What follows belongs to an exercise in optimizing a design on an open flow for small area, a short achievable clock period and few clock cycles per item; a production flow would make more cautious choices. The RTL was checked by simulation tests, not by an equivalence proof against the original design.

== north ==
## sub_bytes_engine
module sub_bytes_engine #(
   parameter int WORD_BYTES = 16,
   parameter int LANES      = 1,
   parameter int INVERSE_EN = 1
) (
   input  logic                    clk,
   input  logic                    rst_n,
   input  logic                    in_valid,
   output logic                    in_ready,
   input  logic [8*WORD_BYTES-1:0] in_data,
   input  logic                    in_inv,
   output logic                    out_valid,
   input  logic                    out_ready,
   output logic [8*WORD_BYTES-1:0] out_data,
   output logic                    busy
);
   logic                    v1_q, v2_q;
   logic                    inv1_q, inv2_q;
   logic                    in_inv_e;
   logic                    en;
   logic [8*WORD_BYTES-1:0] s1_d, s1_q;
   logic [8*WORD_BYTES-1:0] s2_d, s2_q;
   assign in_inv_e = in_inv & (INVERSE_EN != 0);
   for (genvar i = 0; i < WORD_BYTES; i++) begin : g_byte
      sb_s01 u_s01 (.si(in_data[8*i +: 8]), .inv(in_inv_e), .so(s1_d[8*i +: 8]));
      sb_s14 u_s14 (.si(s1_q[8*i +: 8]), .inv(1'b0), .so(s2_d[8*i +: 8]));
      sb_s45 u_s45 (.si(s2_q[8*i +: 8]), .inv(inv2_q), .so(out_data[8*i +: 8]));
   end
   assign en        = ~v2_q | out_ready;
   sb_ready u_ready (.full(v2_q), .taken(out_ready), .ready(in_ready));
   assign out_valid = v2_q;
   assign busy      = v1_q | v2_q;
   always_ff @(posedge clk or negedge rst_n) begin
      if (!rst_n) begin
         v1_q <= 1'b0;
         v2_q <= 1'b0;
      end else if (en) begin
         v1_q <= in_valid;
         v2_q <= v1_q;
      end
   end
   always_ff @(posedge clk) begin
      if (en) begin
         inv1_q <= in_inv_e;
         s1_q   <= s1_d;
         inv2_q <= inv1_q;
         s2_q   <= s2_d;
      end
   end
endmodule
export LEC_CHECK = 0
export CAP_MARGIN = 5
export CORE_MARGIN = 2
export CORE_UTILIZATION = 60
export SETUP_SLACK_MARGIN = 3.8
export SLEW_MARGIN = 5
export SYNTH_HIERARCHICAL = 1
export SYNTH_MINIMUM_KEEP_SIZE = 0
create_clock -name core_clock -period 7.5 [get_ports {clk}]
standard.sh (not shown) runs the stock make flow with config.mk's settings and CLKGATE_MAP_FILE= SYNTH_SCRIPT=/design/flow/synth_recipe.tcl, a recipe that flattens the netlist after the stock synthesis.
==> flow/flow/run.sh <==
#!/bin/bash
# The standard layout, with the port buffers made from sky130_fd_sc_hd__buf_1 instead of
# the buffer that buffer_ports picks by default (a slow delay cell).
set -euo pipefail
export BUFFER_PORTS_ARGS="-buffer_cell sky130_fd_sc_hd__buf_1"
bash standard.sh finish > standard_finish.log 2>&1
north went all the way through synthesis, placement and routing and the layout is clean on timing, DRC and antenna.
Testbench counts of north, summed over its fixed seeds: cycles 1,616, items 1,600.
Inputs modified between north and south:
-- flow/config.mk --
<<< north, line 7
export LEC_CHECK = 0
export CAP_MARGIN = 5
export CORE_MARGIN = 2
export CORE_UTILIZATION = 60
export SETUP_SLACK_MARGIN = 3.8
export SLEW_MARGIN = 5
export SYNTH_HIERARCHICAL = 1
>>> south, line 7
export LEC_CHECK = 0
export CAP_MARGIN = 20
export CORE_MARGIN = 2
export CORE_UTILIZATION = 60
export SETUP_SLACK_MARGIN = 3.85
export SLEW_MARGIN = 20
export SYNTH_HIERARCHICAL = 1
Via count ended up 151 higher on south than on north.
Looking at final net count, south sits above north.
south against north: count of buffers not belonging to the clock network in the layout shows an increase of 14; average detailed-routed wire length per instance shows an increase of about 2%.
Wire length of the first global-routing pass for south: 0.76% up relative to north
What east does differently from south at the input level:
==> flow/flow/run.sh <==
#!/bin/bash
# The standard layout, with the port buffers made from sky130_fd_sc_hd__buf_2 instead of
# the buffer that buffer_ports picks by default (a slow delay cell).
set -euo pipefail
export BUFFER_PORTS_ARGS="-buffer_cell sky130_fd_sc_hd__buf_2"
bash standard.sh finish > standard_finish.log 2>&1
-- flow/config.mk --
<<< south, line 9
export CORE_MARGIN = 2
export CORE_UTILIZATION = 60
export SETUP_SLACK_MARGIN = 3.85
export SLEW_MARGIN = 20
>>> east, line 9
export CORE_MARGIN = 2
export CORE_UTILIZATION = 40
export SETUP_SLACK_MARGIN = 3.8
export SLEW_MARGIN = 20
Findings:
- east: done, clean on timing, DRC and antenna
- Summary of the comparison: relative area change from synthesis to final layout is higher in east, relative to south.
- Diff south -> east: met2 wire length lost 8.3%; final cell count shows an increase of 329.
- Comparing south and east, antenna diode count is lower on south.
- From south to east the numbers moved as follows: wire length of the first global-routing pass decreased by 1.6 mm relative to the old numbers, shortest period the worst path allows increased by 30 ps relative to the old numbers, wire length per cell decreased by 9.3% relative to the old numbers, number of buffers created by CTS increased by 2 relative to the old numbers.
- Relative to south, stage delay of the slowest cell on the critical path has increased by 170 ps in east.
- Against south, east reports a layout clock buffer count that is higher.
Modified inputs, west compared to east
-- flow/config.mk --
<<< east, line 9
export CORE_MARGIN = 2
export CORE_UTILIZATION = 40
export SETUP_SLACK_MARGIN = 3.8
>>> west, line 9
export CORE_MARGIN = 2
export CORE_UTILIZATION = 60
export SETUP_SLACK_MARGIN = 3.8
### Flow results
Number of H-tree levels: west and east compared, lower one is west. Compared with east, west has extra setup slack. What east reported for number of standard-cell rows in the floorplan has to be multiplied by 0.813 to get the figure for west. Growth of design area from synthesis to finish was higher in east than in west. On part of the cycle the worst path needs, west and east are basically level. Compared east against west; sequential cell count within noise. Taking east as the reference point, the buffering overhead of west rises by 0.17 points. west reached the end of the flow, and the finished layout is clean on the timing, design-rule and antenna checks. Relative to east, core utilization has increased by 22 points in west. west vs. east: number of instances resized during post-cts repair fell by 8; register fraction of the total cell area rose by 0.52 points; number of global-route vias before repair rose by 6.3%.


Setup of run 1:
sub_bytes_engine again, from the RTL that the note above started with.
==> flow/config.mk <==
export PLATFORM = sky130hd
export DESIGN_NAME = sub_bytes_engine
export DESIGN_NICKNAME = sub_bytes_engine
export VERILOG_FILES = /design/flow/design.v
export SDC_FILE = /design/flow/constraint.sdc
export NUM_CORES = 4
export LEC_CHECK = 0
export CAP_MARGIN = 20
export CORE_MARGIN = 2
export CORE_UTILIZATION = 60
export SETUP_SLACK_MARGIN = 3.7
export SLEW_MARGIN = 20
export SYNTH_HIERARCHICAL = 1
export SYNTH_MINIMUM_KEEP_SIZE = 0
==> flow/constraint.sdc <==
create_clock -name core_clock -period 7.5 [get_ports {clk}]
set_input_delay 1.5000 -clock core_clock [delete_from_list [all_inputs] [get_ports {clk}]]
set_output_delay 1.5000 -clock core_clock [all_outputs]
set_load 0.01 [all_outputs]
==> flow/flow/run.sh <==
#!/bin/bash
# The standard layout, with the port buffers made from sky130_fd_sc_hd__buf_2 instead of
# the buffer that buffer_ports picks by default (a slow delay cell).
set -euo pipefail
export BUFFER_PORTS_ARGS="-buffer_cell sky130_fd_sc_hd__buf_2"
bash standard.sh finish > standard_finish.log 2>&1
Testbench counts of run 1, summed over its fixed seeds: cycles 1,616, items 1,600.
Setup changes, run 1 to run 2
Settings: a change of SETUP_SLACK_MARGIN from 3.7 to 3.75.
==> flow/flow/run.sh <==
#!/bin/bash
# The standard layout, with the port buffers made from sky130_fd_sc_hd__buf_1 instead of
# the buffer that buffer_ports picks by default (a slow delay cell).
set -euo pipefail
export BUFFER_PORTS_ARGS="-buffer_cell sky130_fd_sc_hd__buf_1"
bash standard.sh finish > standard_finish.log 2>&1
==> notes.md <==
Run 2 has completed all stages; timing, DRC and antenna checks passed.
When the final numbers for run 1 and run 2 were put side by side, the worst hold slack turned out to be greater in run 2.
The sequential portion of the cell area of run 2 and that of run 1 are within noise of each other.
Run 2 vs run 1 — number of non-clock buffers climbed slightly
Count of fill cells added during filler insertion delta (run 2 -> run 1): insignificant
Clock-buffer cell count (run 1 / run 2): 0.895
Setup slack in run 2 is larger than in run 1.
~same final cell count in run 1 and run 2
Modified inputs, run 3 compared to run 2
Settings: CTS_CLUSTER_SIZE: unset -> 30; SETUP_SLACK_MARGIN: 3.75 -> 3.8; CTS_CLUSTER_DIAMETER: unset -> 60.
==> flow/flow/run.sh <==
#!/bin/bash
# The standard layout, with the port buffers made from sky130_fd_sc_hd__buf_2 instead of
# the buffer that buffer_ports picks by default (a slow delay cell).
set -euo pipefail
export BUFFER_PORTS_ARGS="-buffer_cell sky130_fd_sc_hd__buf_2"
bash standard.sh finish > standard_finish.log 2>&1
- Run 2 and run 3 ended up with roughly the same total number of vias.
- Run 3 ends up with a fraction of final layout cells with drive strength greater than 1 that is 7.3 points higher than in run 2.
- On clock-cell share of area, the lower figure sits with run 3, not run 2.
- For worst hold margin, run 3 and run 2 come out practically identical.
- Of run 2 and run 3, the run reporting the higher buffer count from post-CTS setup fixing was run 3.
- No stage failed in run 3, and the final checks on the layout all came back clean.
- Run 2: flow completed, timing, DRC and antenna clean
- The met1 track utilization from global routing in run 3 sits 0.31 points below the value recorded for run 2.
- The share of the clock period used by the worst path after layout in run 3 sits 0.64 points below the value recorded for run 2.


Another version of the RTL of sub_bytes_engine (not shown whole).
Size: about 3500 cells after synthesis, ~260 I/O pins.
clock: 7.5 ns
lec_check: 0
cap_margin: 20
core_margin: 2
core_utilization: 40
setup_slack_margin: 3.7
slew_margin: 20
synth_hierarchical: 1
synth_minimum_keep_size: 0
==> flow/flow/run.sh <==
#!/bin/bash
# The standard layout, with the port buffers made from sky130_fd_sc_hd__buf_1 instead of
# the buffer that buffer_ports picks by default (a slow delay cell).
set -euo pipefail
export BUFFER_PORTS_ARGS="-buffer_cell sky130_fd_sc_hd__buf_1"
bash standard.sh finish > standard_finish.log 2>&1
The starting point passed the timing, design-rule and antenna checks.
Testbench counts at the start, summed over its fixed seeds: cycles 1,616, items 1,600.
Next try:
==> flow/flow/run.sh (replaced) <==
#!/bin/bash
# The standard layout, with the port buffers made from sky130_fd_sc_hd__buf_2 instead of
# the buffer that buffer_ports picks by default (a slow delay cell).
set -euo pipefail
export BUFFER_PORTS_ARGS="-buffer_cell sky130_fd_sc_hd__buf_2"
bash standard.sh finish > standard_finish.log 2>&1
--- a/flow/config.mk
+++ b/flow/config.mk
@@ -10,2 +10,3 @@
 export CORE_UTILIZATION = 40
+export CTS_BUF_LIST = sky130_fd_sc_hd__clkbuf_8
 export SETUP_SLACK_MARGIN = 3.7
Result: The changed run produced a clean layout. Clock skew climbs by 14 ps. Routed wire length is higher slightly. Area after synthesis stays the same.

-- separate check: timing with driven ports --
The results above use ideal ports. As a check the final layouts listed here were re-extracted and re-timed, cells and wires unchanged. Step 1 sets driving cells, clkbuf_16 on the clock port and buf_2 on the other inputs (assumed; they add their load-dependent delay and slew). Step 2 adds t to the input delays and takes it off the output delays; t is the mean of the earliest and latest rising clock arrival at the registers after step 1. Input paths then give back, and output paths get back, about the clock's delay inside the block. Three values: ideal, step 1, step 2; two values: the first two.
| run | t, ns | setup slack, ns | latest minus earliest clock arrival (ns) | slew at the worst register clock pin (ns) |
|---|---|---|---|---|
| north | 0.594 | 3.837 / 3.778 / 3.712 | 0.019 / 0.018 | 0.06 / 0.06 |
| south | 0.595 | 3.909 / 3.851 / 3.710 | 0.018 / 0.019 | 0.06 / 0.06 |
| east | 0.588 | 3.880 / 3.821 / 3.959 | 0.010 / 0.010 | 0.06 / 0.06 |
| west | 0.623 | 3.888 / 3.832 / 3.902 | 0.020 / 0.020 | 0.06 / 0.06 |
| run 1 | 0.623 | 3.744 / 3.688 / 3.900 | 0.019 / 0.020 | 0.06 / 0.06 |
| run 2 | 0.595 | 3.818 / 3.760 / 3.724 | 0.017 / 0.017 | 0.06 / 0.06 |
| run 3 | 0.633 | 3.866 / 3.811 / 3.905 | 0.020 / 0.020 | 0.07 / 0.07 |
| the first run of note 3 | 0.600 | 3.808 / 3.751 / 3.854 | 0.032 / 0.032 | 0.06 / 0.06 |
| the second run of note 3 | 0.675 | 3.768 / 3.714 / 3.869 | 0.041 / 0.042 | 0.07 / 0.07 |
After both steps setup and hold are still met in every run listed. The setup slack of south, which loses most, moves by -0.058 ns with the drivers and by -0.199 ns with both steps.
